Background: an optimization exercise with open tools, aiming at small area. Do not read the settings as production practice.
Only simulation tests tie the RTL to the original design; equivalence was not proved.
Power is estimated from default activity; no workload was simulated.

==> 07-19 <==
==> flow/design.v <==
module exec_unit (
  input  logic        clk,
  input  logic        reset,
  input  logic        valid_in,
  input  logic [3:0]  Aluop,
  input  logic [1:0]  SHTOp,
  input  logic [31:0] srca,
  input  logic [31:0] srcb,
  input  logic [4:0]  shamt,
  input  logic        shvar,
  input  logic        mfhi,
  input  logic        mflo,
  output logic [31:0] result,
  output logic        valid_out,
  output logic        overflow,
  output logic        busy,
  output logic [31:0] hi,
  output logic [31:0] lo
);
  logic [31:0] r_result;    
  logic        r_valid_out;
  logic        r_overflow;
  logic        r_busy;
  logic [31:0] r_hi;
  logic [31:0] r_lo;
  logic [4:0]  r_count;
  logic        r_is_div;
  logic        r_signed;
  logic        r_neg_q;     
  logic        r_neg_r;     
  logic        w_acc;
  logic        w_is_md;
  logic        w_md_signed;
  logic        w_a_neg;      
  logic        w_sub;
  logic        w_last;
  assign w_acc       = valid_in && !r_busy;
  assign w_is_md     = !mfhi && !mflo && (SHTOp == 2'b00) &&
                       ((Aluop[3:1] == 3'b101) || (Aluop[3:1] == 3'b110));
  assign w_md_signed = !Aluop[0];
  assign w_a_neg     = Aluop[2] && w_md_signed && srca[31];
  assign w_sub       = !Aluop[2] && (Aluop[1] ^ Aluop[3]);
  assign w_last      = (r_count == 5'd31);
  logic [32:0] w_a;
  logic [32:0] w_braw;
  logic        w_ben;
  logic        w_binv;
  logic        w_cin;
  logic [32:0] w_b;
  logic [32:0] w_g;
  logic [32:0] w_p;
  logic [33:0] w_c;
  logic [32:0] w_s;
  logic        w_m_en;
  logic        w_m_inv;
  assign w_m_en  = r_is_div ? !w_last : r_lo[0];
  assign w_m_inv = r_is_div ? (!(r_signed && r_result[31]) ^ r_neg_r) : (r_signed && w_last);
  logic        w_a_idle;
  logic        w_a_div;
  logic        w_a_mul;
  assign w_a_idle = !r_busy;
  assign w_a_div  = r_busy && r_is_div;
  assign w_a_mul  = r_busy && !r_is_div;
  assign w_a    = ({33{w_a_idle}} & {Aluop[0] && srca[31], srca}) |
                  ({33{w_a_div}}  & {r_hi, r_lo[31] || w_last}) |
                  ({33{w_a_mul}}  & {r_signed && r_hi[31], r_hi});
  assign w_braw = ({33{w_a_idle}} & {Aluop[0] && srcb[31], srcb}) |
                  ({33{r_busy}}   & {r_signed && r_result[31], r_result});
  assign w_ben  = r_busy ? w_m_en : !w_is_md;
  assign w_binv = r_busy ? (w_m_en && w_m_inv) : (w_is_md ? w_a_neg : w_sub);
  assign w_cin  = r_busy ? (w_m_en ? w_m_inv : (r_is_div && r_neg_r)) : (!w_is_md && w_sub);
  assign w_b = (w_braw & {33{w_ben}}) ^ {33{w_binv}};
  assign w_g = w_a & w_b;
  assign w_p = w_a ^ w_b;
  assign w_c[0] = w_cin;
  genvar k;
  for (k = 0; k < 8; k++) begin : g_cla
    logic [3:0] gg;
    logic [3:0] pp;
    logic       cg;
    assign gg = w_g[4*k +: 4];
    assign pp = w_p[4*k +: 4];
    assign cg = w_c[4*k];
    assign w_c[4*k+1] = gg[0] | (pp[0] & cg);
    assign w_c[4*k+2] = gg[1] | (pp[1] & gg[0]) | (pp[1] & pp[0] & cg);
    assign w_c[4*k+3] = gg[2] | (pp[2] & gg[1]) | (pp[2] & pp[1] & gg[0]) |
                        (pp[2] & pp[1] & pp[0] & cg);
    assign w_c[4*k+4] = gg[3] | (pp[3] & gg[2]) | (pp[3] & pp[2] & gg[1]) |
                        (pp[3] & pp[2] & pp[1] & gg[0]) | ((&pp) & cg);
  end
  assign w_c[33] = w_g[32] | (w_p[32] & w_c[32]);
  assign w_s = w_p ^ w_c[32:0];
  logic        w_alu;        
  logic        w_op;         
  logic        w_lui;
  logic        w_left;
  logic        w_fill;
  logic [4:0]  w_amt;
  logic [31:0] w_shin;
  logic [31:0] w_shr;
  logic [31:0] w_shl;
  assign w_alu  = !mfhi && !mflo;
  assign w_op   = w_alu && (SHTOp == 2'b00);
  assign w_lui  = (Aluop == 4'b1110);
  assign w_left = (SHTOp == 2'b01) || (SHTOp == 2'b00 && w_lui);
  assign w_fill = SHTOp[1] && SHTOp[0] && srcb[31];
  assign w_amt  = (SHTOp == 2'b00) ? {w_lui, 4'b0000} : (shvar ? srca[4:0] : shamt);
  always_comb begin
    for (int i = 0; i < 32; i++) w_shin[i] = w_left ? srcb[31-i] : srcb[i];
  end
  always_comb begin
    logic [31:0] t;
    t = w_shin;
    if (w_amt[4]) t = {{16{w_fill}}, t[31:16]};
    if (w_amt[3]) t = {{8{w_fill}}, t[31:8]};
    if (w_amt[2]) t = {{4{w_fill}}, t[31:4]};
    if (w_amt[1]) t = {{2{w_fill}}, t[31:2]};
    if (w_amt[0]) t = {w_fill, t[31:1]};
    w_shr = t;
    for (int i = 0; i < 32; i++) w_shl[i] = t[31-i];
  end
  logic        w_sel_hi;
  logic        w_sel_lo;
  logic        w_sel_shl;
  logic        w_sel_shr;
  logic        w_sel_sum;
  logic        w_sel_g;
  logic        w_sel_p;
  logic        w_sel_n;
  logic        w_sel_slt;
  logic [31:0] w_result;
  logic        w_overflow;
  assign w_sel_hi  = mfhi;
  assign w_sel_lo  = !mfhi && mflo;
  assign w_sel_shl = w_alu && w_left;
  assign w_sel_shr = w_alu && !w_left && ((SHTOp != 2'b00) || w_is_md);
  assign w_sel_sum = w_op && (Aluop[3:2] == 2'b00);
  assign w_sel_g   = w_op && (Aluop[3:1] == 3'b010);                       
  assign w_sel_p   = w_op && (Aluop[3:2] == 2'b01) && Aluop[0];            
  assign w_sel_n   = w_op && (Aluop == 4'b0110);                           
  assign w_sel_slt = w_op && (Aluop[3:1] == 3'b100);
  assign w_result = ({32{w_sel_hi}}  & r_hi) |
                    ({32{w_sel_lo}}  & r_lo) |
                    ({32{w_sel_shl}} & w_shl) |
                    ({32{w_sel_shr}} & w_shr) |
                    ({32{w_sel_sum}} & w_s[31:0]) |
                    ({32{w_sel_g}}   & w_g[31:0]) |
                    ({32{w_sel_p}}   & w_p[31:0]) |
                    ({32{w_sel_n}}   & ~(w_g[31:0] | w_p[31:0])) |
                    {31'd0, w_sel_slt && w_s[32]};
  assign w_overflow = w_op && (Aluop[3:2] == 2'b00) && Aluop[0] && (w_s[32] ^ w_s[31]);
  logic        w_d_zero;
  logic        w_d_one;      
  logic        w_n31;        
  logic        w_q31;
  logic        w_rem1;
  logic        w_neg_q;
  logic [31:0] w_hi_init;
  logic [31:0] w_lo_init;
  assign w_d_zero  = (srcb == 32'd0);
  assign w_d_one   = srcb[0] && ((srcb[31:1] == 31'd0) ||
                                 (w_md_signed && (srcb[31:1] == {31{1'b1}})));
  assign w_n31     = w_s[31] ^ w_a_neg;
  assign w_q31     = w_d_zero || (w_n31 && w_d_one);
  assign w_rem1    = w_n31 && !w_d_one;
  assign w_neg_q   = w_md_signed && (srca[31] ^ srcb[31]) && !w_d_zero;
  assign w_hi_init = Aluop[2] ? {{31{w_a_neg}}, w_rem1 ^ w_a_neg} : 32'd0;
  assign w_lo_init = Aluop[2] ? {w_s[30:0], w_q31 ^ w_neg_q} : w_s[31:0];
  logic        w_q;
  logic        w_qins;
  logic [31:0] w_lo_inc;
  logic        w_md_acc;
  logic        w_s_hold;
  logic        w_s_init;
  logic        w_s_dq;
  logic        w_s_dr;
  logic        w_s_sh;
  logic        w_s_dl;
  logic        w_s_ml;
  logic        w_s_fl;
  logic [31:0] w_hi_d;
  logic [31:0] w_lo_d;
  assign w_q    = w_s[32] ^ !r_neg_r;
  assign w_qins = w_q ^ r_neg_q;
  always_comb begin
    logic t;
    t = r_neg_q;
    for (int i = 0; i < 32; i++) begin
      w_lo_inc[i] = r_lo[i] ^ t;
      t = t & r_lo[i];
    end
  end
  assign w_md_acc = w_acc && w_is_md;
  assign w_s_hold = !reset && !r_busy && !w_md_acc;
  assign w_s_init = !reset && !r_busy && w_md_acc;
  assign w_s_dq   = !reset && w_a_div && !w_last && w_q;    
  assign w_s_dr   = !reset && w_a_div && !w_last && !w_q;   
  assign w_s_sh   = !reset && r_busy && (!r_is_div || w_last);
  assign w_s_dl   = !reset && w_a_div && !w_last;
  assign w_s_ml   = !reset && w_a_mul;
  assign w_s_fl   = !reset && w_a_div && w_last;
  assign w_hi_d = ({32{w_s_hold}} & r_hi) |
                  ({32{w_s_init}} & w_hi_init) |
                  ({32{w_s_dq}}   & w_s[31:0]) |
                  ({32{w_s_dr}}   & {r_hi[30:0], r_lo[31]}) |
                  ({32{w_s_sh}}   & w_s[32:1]);
  assign w_lo_d = ({32{w_s_hold}} & r_lo) |
                  ({32{w_s_init}} & w_lo_init) |
                  ({32{w_s_dl}}   & {r_lo[30:0], w_qins}) |
                  ({32{w_s_ml}}   & {w_s[0], r_lo[31:1]}) |
                  ({32{w_s_fl}}   & w_lo_inc);
  always_ff @(posedge clk) begin
    if (reset) begin
      r_valid_out <= 1'b0;
      r_busy      <= 1'b0;
      r_count     <= 5'd0;
    end else begin
      r_valid_out <= w_acc && !w_is_md;
      if (r_busy) begin
        r_count <= r_count + 5'd1;
        if (w_last) r_busy <= 1'b0;
      end else if (w_acc && w_is_md) begin
        r_busy <= 1'b1;
      end
    end
  end
  always_ff @(posedge clk) begin
    r_hi <= w_hi_d;
    r_lo <= w_lo_d;
  end
  always_ff @(posedge clk) begin
    r_overflow <= w_overflow;
    if (!r_busy) begin
      r_result <= w_result;
      r_is_div <= Aluop[2];
      r_signed <= w_md_signed;
      r_neg_q  <= w_neg_q;
      r_neg_r  <= w_a_neg;
    end
  end
  assign result    = r_result;
  assign valid_out = r_valid_out;
  assign overflow  = r_overflow;
  assign busy      = r_busy;
  assign hi        = r_hi;
  assign lo        = r_lo;
endmodule
==> flow/flow/run.sh <==
#!/bin/bash
# The standard layout (the standard.sh: standard synthesis and ORFS
# through finish), except that the input and output port buffers that
# global placement inserts are the smallest buffer, buf_1, rather than the
# cell buffer_ports picks by default (clkdlybuf4s50_1, 10 um2 each).
set -euo pipefail
export BUFFER_PORTS_ARGS="-buffer_cell sky130_fd_sc_hd__buf_1"
bash standard.sh > standard_flow.log 2>&1
==> flow/standard.sh <==
#!/bin/bash
# synth_recipe.tcl (not shown) runs the flow's synth.tcl, then flattens the netlist and writes it again
# the make line also repeats each setting of config.mk as NAME=value (left out here)
make -C /OpenROAD-flow-scripts/flow DESIGN_CONFIG=/design/flow/config.mk WORK_HOME=/design/flow/orfs CLKGATE_MAP_FILE= SYNTH_SCRIPT=/design/flow/synth_recipe.tcl "${@:-finish}"
==> flow/config.mk <==
export PLATFORM = sky130hd
export DESIGN_NAME = exec_unit
export DESIGN_NICKNAME = exec_unit
export VERILOG_FILES = /design/flow/design.v
export SDC_FILE = /design/flow/constraint.sdc
export NUM_CORES = 4
export LEC_CHECK = 0
export ABC_AREA = 1
export CAP_MARGIN = 20
export CORE_MARGIN = 2
export CORE_UTILIZATION = 40
export SLEW_MARGIN = 20
==> flow/constraint.sdc <==
create_clock -name core_clock -period 8.0 [get_ports {clk}]
set_input_delay 1.6000 -clock core_clock [delete_from_list [all_inputs] [get_ports {clk}]]
set_output_delay 1.6000 -clock core_clock [all_outputs]
set_load 0.01 [all_outputs]
==> inputs of 06-03, as changes to 07-19 <==
==> flow/design.v, changed modules only <==
module exec_unit (
  input  logic        clk,
  input  logic        reset,
  input  logic        valid_in,
  input  logic [3:0]  Aluop,
  input  logic [1:0]  SHTOp,
  input  logic [31:0] srca,
  input  logic [31:0] srcb,
  input  logic [4:0]  shamt,
  input  logic        shvar,
  input  logic        mfhi,
  input  logic        mflo,
  output logic [31:0] result,
  output logic        valid_out,
  output logic        overflow,
  output logic        busy,
  output logic [31:0] hi,
  output logic [31:0] lo
);
  logic [31:0] r_result;    
  logic        r_valid_out;
  logic        r_overflow;
  logic        r_busy;
  logic [31:0] r_hi;
  logic [31:0] r_lo;
  logic [4:0]  r_count;
  logic        r_is_div;
  logic        r_signed;
  logic        r_neg_q;     
  logic        r_neg_r;     
  logic        w_acc;
  logic        w_is_md;
  logic        w_md_signed;
  logic        w_a_neg;      
  logic        w_sub;
  logic        w_last;
  assign w_acc       = valid_in && !r_busy;
  assign w_is_md     = !mfhi && !mflo && (SHTOp == 2'b00) &&
                       ((Aluop[3:1] == 3'b101) || (Aluop[3:1] == 3'b110));
  assign w_md_signed = !Aluop[0];
  assign w_a_neg     = Aluop[2] && w_md_signed && srca[31];
  assign w_sub       = !Aluop[2] && (Aluop[1] ^ Aluop[3]);
  assign w_last      = (r_count == 5'd31);
  logic [32:0] w_a;
  logic [32:0] w_braw;
  logic        w_ben;
  logic        w_binv;
  logic        w_cin;
  logic [32:0] w_b;
  logic [32:0] w_g;
  logic [32:0] w_p;
  logic [33:0] w_c;
  logic [32:0] w_s;
  logic        w_m_en;
  logic        w_m_inv;
  assign w_m_en  = r_is_div ? !w_last : r_lo[0];
  assign w_m_inv = r_is_div ? (!(r_signed && r_result[31]) ^ r_neg_r) : (r_signed && w_last);
  logic        w_a_idle;
  logic        w_a_div;
  logic        w_a_mul;
  assign w_a_idle = !r_busy;
  assign w_a_div  = r_busy && r_is_div;
  assign w_a_mul  = r_busy && !r_is_div;
  assign w_a    = ({33{w_a_idle}} & {Aluop[0] && srca[31], srca}) |
                  ({33{w_a_div}}  & {r_hi, r_lo[30] || w_last}) |
                  ({33{w_a_mul}}  & {r_signed && r_hi[31], r_hi});
  assign w_braw = ({33{w_a_idle}} & {Aluop[0] && srcb[31], srcb}) |
                  ({33{r_busy}}   & {r_signed && r_result[31], r_result});
  assign w_ben  = r_busy ? w_m_en : !w_is_md;
  assign w_binv = r_busy ? (w_m_en && w_m_inv) : (w_is_md ? w_a_neg : w_sub);
  assign w_cin  = r_busy ? (w_m_en ? w_m_inv : (r_is_div && r_neg_r)) : (!w_is_md && w_sub);
  assign w_b = (w_braw & {33{w_ben}}) ^ {33{w_binv}};
  assign w_g = w_a & w_b;
  assign w_p = w_a ^ w_b;
  assign w_c[0] = w_cin;
  genvar k;
  for (k = 0; k < 8; k++) begin : g_cla
    logic [3:0] gg;
    logic [3:0] pp;
    logic       cg;
    assign gg = w_g[4*k +: 4];
    assign pp = w_p[4*k +: 4];
    assign cg = w_c[4*k];
    assign w_c[4*k+1] = gg[0] | (pp[0] & cg);
    assign w_c[4*k+2] = gg[1] | (pp[1] & gg[0]) | (pp[1] & pp[0] & cg);
    assign w_c[4*k+3] = gg[2] | (pp[2] & gg[1]) | (pp[2] & pp[1] & gg[0]) |
                        (pp[2] & pp[1] & pp[0] & cg);
    assign w_c[4*k+4] = gg[3] | (pp[3] & gg[2]) | (pp[3] & pp[2] & gg[1]) |
                        (pp[3] & pp[2] & pp[1] & gg[0]) | ((&pp) & cg);
  end
  assign w_c[33] = w_g[32] | (w_p[32] & w_c[32]);
  assign w_s = w_p ^ w_c[32:0];
  logic        w_alu;        
  logic        w_op;         
  logic        w_lui;
  logic        w_left;
  logic        w_fill;
  logic [4:0]  w_amt;
  logic [31:0] w_shr;
  assign w_alu  = !mfhi && !mflo;
  assign w_op   = w_alu && (SHTOp == 2'b00);
  assign w_lui  = (Aluop == 4'b1110);
  assign w_left = (SHTOp == 2'b01) || (SHTOp == 2'b00 && w_lui);
  assign w_fill = SHTOp[1] && SHTOp[0] && srcb[31];
  assign w_amt  = (SHTOp == 2'b00) ? {w_lui, 4'b0000} : (shvar ? srca[4:0] : shamt);
  always_comb begin
    logic [62:0] t;
    logic [4:0]  sa;
    sa = w_left ? ~w_amt : w_amt;
    t  = w_left ? {srcb, 31'd0} : {{31{w_fill}}, srcb};
    if (sa[4]) t = t >> 16;
    if (sa[3]) t = t >> 8;
    if (sa[2]) t = t >> 4;
    if (sa[1]) t = t >> 2;
    if (sa[0]) t = t >> 1;
    w_shr = t[31:0];
  end
  logic        w_sel_hi;
  logic        w_sel_lo;
  logic        w_sel_shr;
  logic        w_sel_sum;
  logic        w_sel_g;
  logic        w_sel_p;
  logic        w_sel_n;
  logic        w_sel_slt;
  logic [31:0] w_result;
  logic        w_overflow;
  assign w_sel_hi  = !r_busy && mfhi;
  assign w_sel_lo  = !r_busy && !mfhi && mflo;
  assign w_sel_shr = !r_busy && w_alu && (w_left || (SHTOp != 2'b00) || w_is_md);
  assign w_sel_sum = !r_busy && w_op && (Aluop[3:2] == 2'b00);
  assign w_sel_g   = !r_busy && w_op && (Aluop[3:1] == 3'b010);                       
  assign w_sel_p   = !r_busy && w_op && (Aluop[3:2] == 2'b01) && Aluop[0];            
  assign w_sel_n   = !r_busy && w_op && (Aluop == 4'b0110);                           
  assign w_sel_slt = !r_busy && w_op && (Aluop[3:1] == 3'b100);
  assign w_result = ({32{r_busy}} & r_result) |
                    ({32{w_sel_hi}}  & r_hi) |
                    ({32{w_sel_lo}}  & r_lo) |
                    ({32{w_sel_shr}} & w_shr) |
                    ({32{w_sel_sum}} & w_s[31:0]) |
                    ({32{w_sel_g}}   & srca & srcb) |
                    ({32{w_sel_p}}   & (srca ^ srcb)) |
                    ({32{w_sel_n}}   & ~srca & ~srcb) |
                    {31'd0, w_sel_slt && w_s[32]};
  assign w_overflow = w_op && (Aluop[3:2] == 2'b00) && Aluop[0] && (w_s[32] ^ w_s[31]);
  logic        w_d_zero;
  logic        w_d_one;      
  logic        w_n31;        
  logic        w_q31;
  logic        w_rem1;
  logic        w_neg_q;
  logic [31:0] w_hi_init;
  logic [31:0] w_lo_init;
  assign w_d_zero  = (srcb == 32'd0);
  assign w_d_one   = srcb[0] && ((srcb[31:1] == 31'd0) ||
                                 (w_md_signed && (srcb[31:1] == {31{1'b1}})));
  assign w_n31     = w_s[31] ^ w_a_neg;
  assign w_q31     = w_d_zero || (w_n31 && w_d_one);
  assign w_rem1    = w_n31 && !w_d_one;
  assign w_neg_q   = w_md_signed && (srca[31] ^ srcb[31]) && !w_d_zero;
  assign w_hi_init = Aluop[2] ? {{31{w_a_neg}}, w_rem1 ^ w_a_neg} : 32'd0;
  assign w_lo_init = {Aluop[2] ? (w_q31 ^ w_neg_q) : w_s[31], w_s[30:0]};
  logic        w_q;
  logic        w_qins;
  logic [31:0] w_lo_inc;
  logic        w_md_acc;
  logic        w_s_hold;
  logic        w_s_init;
  logic        w_s_dq;
  logic        w_s_dr;
  logic        w_s_sh;
  logic        w_s_dl;
  logic        w_s_ml;
  logic        w_s_fl;
  logic [31:0] w_hi_d;
  logic [31:0] w_lo_d;
  assign w_q    = w_s[32] ^ !r_neg_r;
  assign w_qins = w_q ^ r_neg_q;
  always_comb begin
    logic t;
    t = r_neg_q && w_a_div && w_last;
    for (int i = 0; i < 32; i++) begin
      w_lo_inc[i] = r_lo[i] ^ t;
      t = t & r_lo[i];
    end
  end
  assign w_md_acc = w_acc && w_is_md;
  assign w_s_hold = !reset && !r_busy && !w_md_acc;
  assign w_s_init = !reset && !r_busy && w_md_acc;
  assign w_s_dq   = !reset && w_a_div && !w_last && w_q;    
  assign w_s_dr   = !reset && w_a_div && !w_last && !w_q;   
  assign w_s_sh   = !reset && r_busy && (!r_is_div || w_last);
  assign w_s_dl   = !reset && w_a_div && !w_last;
  assign w_s_ml   = !reset && w_a_mul;
  assign w_s_fl   = !reset && w_a_div && w_last;
  assign w_hi_d = ({32{w_s_hold}} & r_hi) |
                  ({32{w_s_init}} & w_hi_init) |
                  ({32{w_s_dq}}   & w_s[31:0]) |
                  ({32{w_s_dr}}   & {r_hi[30:0], r_lo[30]}) |
                  ({32{w_s_sh}}   & w_s[32:1]);
  assign w_lo_d = ({32{w_s_hold || w_s_fl}} & w_lo_inc) |
                  ({32{w_s_init}} & w_lo_init) |
                  ({32{w_s_dl}}   & {r_lo[31], r_lo[29:0], w_qins}) |
                  ({32{w_s_ml}}   & {w_s[0], r_lo[31:1]});
  always_ff @(posedge clk) begin
    if (reset) begin
      r_valid_out <= 1'b0;
      r_busy      <= 1'b0;
      r_count     <= 5'd0;
    end else begin
      r_valid_out <= w_acc && !w_is_md;
      if (r_busy) begin
        r_count <= r_count + 5'd1;
        if (w_last) r_busy <= 1'b0;
      end else if (w_acc && w_is_md) begin
        r_busy <= 1'b1;
      end
    end
  end
  always_ff @(posedge clk) begin
    r_hi <= w_hi_d;
    r_lo <= w_lo_d;
  end
  always_ff @(posedge clk) begin
    r_overflow <= w_overflow;
    r_result <= w_result;
    if (!r_busy) begin
      r_is_div <= Aluop[2];
      r_signed <= w_md_signed;
      r_neg_q  <= w_neg_q;
      r_neg_r  <= w_a_neg;
    end
  end
  assign result    = r_result;
  assign valid_out = r_valid_out;
  assign overflow  = r_overflow;
  assign busy      = r_busy;
  assign hi        = r_hi;
  assign lo        = r_lo;
endmodule
==> flow/flow/run.sh (replaced) <==
#!/bin/bash
# The standard layout (the standard.sh: ORFS synthesis through finish)
# with three changes:
# - synthesis runs flow/synth.tcl, which is synth_recipe.tcl with an
#   area-oriented abc script for the combinational logic;
# - the port buffers that global placement inserts are buf_1, the smallest
#   buffer, instead of buffer_ports' default pick (clkdlybuf4s50_1);
# - after global routing, repair_timing's power recovery (RECOVER_POWER)
#   downsizes cells on paths that keep positive slack.
# standard_flow.log in the work folder holds the whole make output; ORFS
# writes each tool's own log under orfs/logs/.
set -euo pipefail
W=$PWD
export BUFFER_PORTS_ARGS="-buffer_cell sky130_fd_sc_hd__buf_1"
export FLOW_SYNTH_TCL="$W/synth_recipe.tcl"
export MY_ABC_SCRIPT="$W/flow/abc_area.script"
export RECOVER_POWER=100
bash standard.sh SYNTH_SCRIPT="$W/flow/synth.tcl" finish > "$W/standard_flow.log" 2>&1
==> flow/flow/abc_area.script (new file) <==
strash
dch
amap -F 4 -A 8
topo
==> flow/flow/synth.tcl (new file) <==
# The standard synthesis script (synth_recipe.tcl, which sources ORFS's
# synth.tcl), with one change: the final abc technology mapping of the
# combinational logic runs flow/abc_area.script (area-oriented mapping with
# amap, no buffering or sizing: placement's repair_design and the timing
# repair steps buffer and size the netlist). Registers are untouched.
proc abc {args} {
  set i [lsearch -exact $args -script]
  if { $i >= 0 } { lset args [expr {$i + 1}] $::env(MY_ABC_SCRIPT) }
  puts "abc with flow/abc_area.script: $args"
  yosys abc {*}$args
}
source $::env(FLOW_SYNTH_TCL)
==> parameters.txt <==
Parameter                              Value

Cells and area
  FF+latch area    0.00252 mm^2
  Fraction of layout instances using a drive strength above 1    5.45%
  Fraction of area in multi-input gates    61.5%

Placement
  RePlAce Congestion    between 0.9 and 1

Run status
  Run status    complete, no violations

Pwr
  Static leakage    6.15 nW

Synth
  Area share of the largest cell type after synthesis    12.2%
  Distinct cell type count after synthesis    51
  Share of the yosys chip area belonging to registers    19.9%

Drt
  Total Wirelength    53.0 mm
# the run above: 07-19

==> parameters.txt <==
Parameter                              Value

Cells and area
  Fraction of layout instances using a drive strength above 1    5.72%
  FF+latch area    between 0.002 and 0.0025 mm^2
  Fraction of area in multi-input gates    about three fifths
  Clock buf/inv share    2.33%

Placement
  RePlAce Congestion    around 1.0

Run status
  Run status    finished with violations
  Layout violations      max-capacitance violations, max-slew violations

Synth
  Area share of the largest cell type after synthesis    about a fifth
  Distinct cell type count after synthesis    42
  Share of the yosys chip area belonging to registers    a little over a fifth
  Largest cells by area after synthesis    sky130_fd_sc_hd__dfxtp_1, sky130_fd_sc_hd__o21ai_0, sky130_fd_sc_hd__ha_1

Drt
  Total Wirelength    50.9 mm

Flow run
  Max-cap violation count    3

Pwr
  Static leakage    4.23 nW
  Proportion of power drawn by the clock network    25.8%

Timing
  Final count of pins violating max slew    127
# the run above: 06-03

static timing again, ports no longer ideal:
How much do the figures lean on ideal ports? The routed layouts below were timed once more, with nothing changed but the port constraints. Step 1, drivers: a clkbuf_16 drives clk and a buf_2 each remaining input, both assumed. Step 2 adds t to the input delays and takes it off the output delays; t is the mean of the earliest and latest rising clock arrival at the registers after step 1. Input paths then give back, and output paths get back, about the clock's delay inside the block. Slacks: ideal / step 1 / step 2; pairs: ideal / step 1.
run | t, ns | setup WS [ns] | clock arrival spread, ns | worst data-port slew with drivers (ns)
07-19 | 0.425 | 1.068 / 1.068 / 0.966 | 0.017 / 0.016 | 0.04
06-03 | 0.412 | 0.318 / 0.318 / 0.011 | 0.015 / 0.016 | 0.04
For 06-03, which loses most, drivers alone change the setup slack by 0.000 ns; drivers and shift together by -0.307 ns.
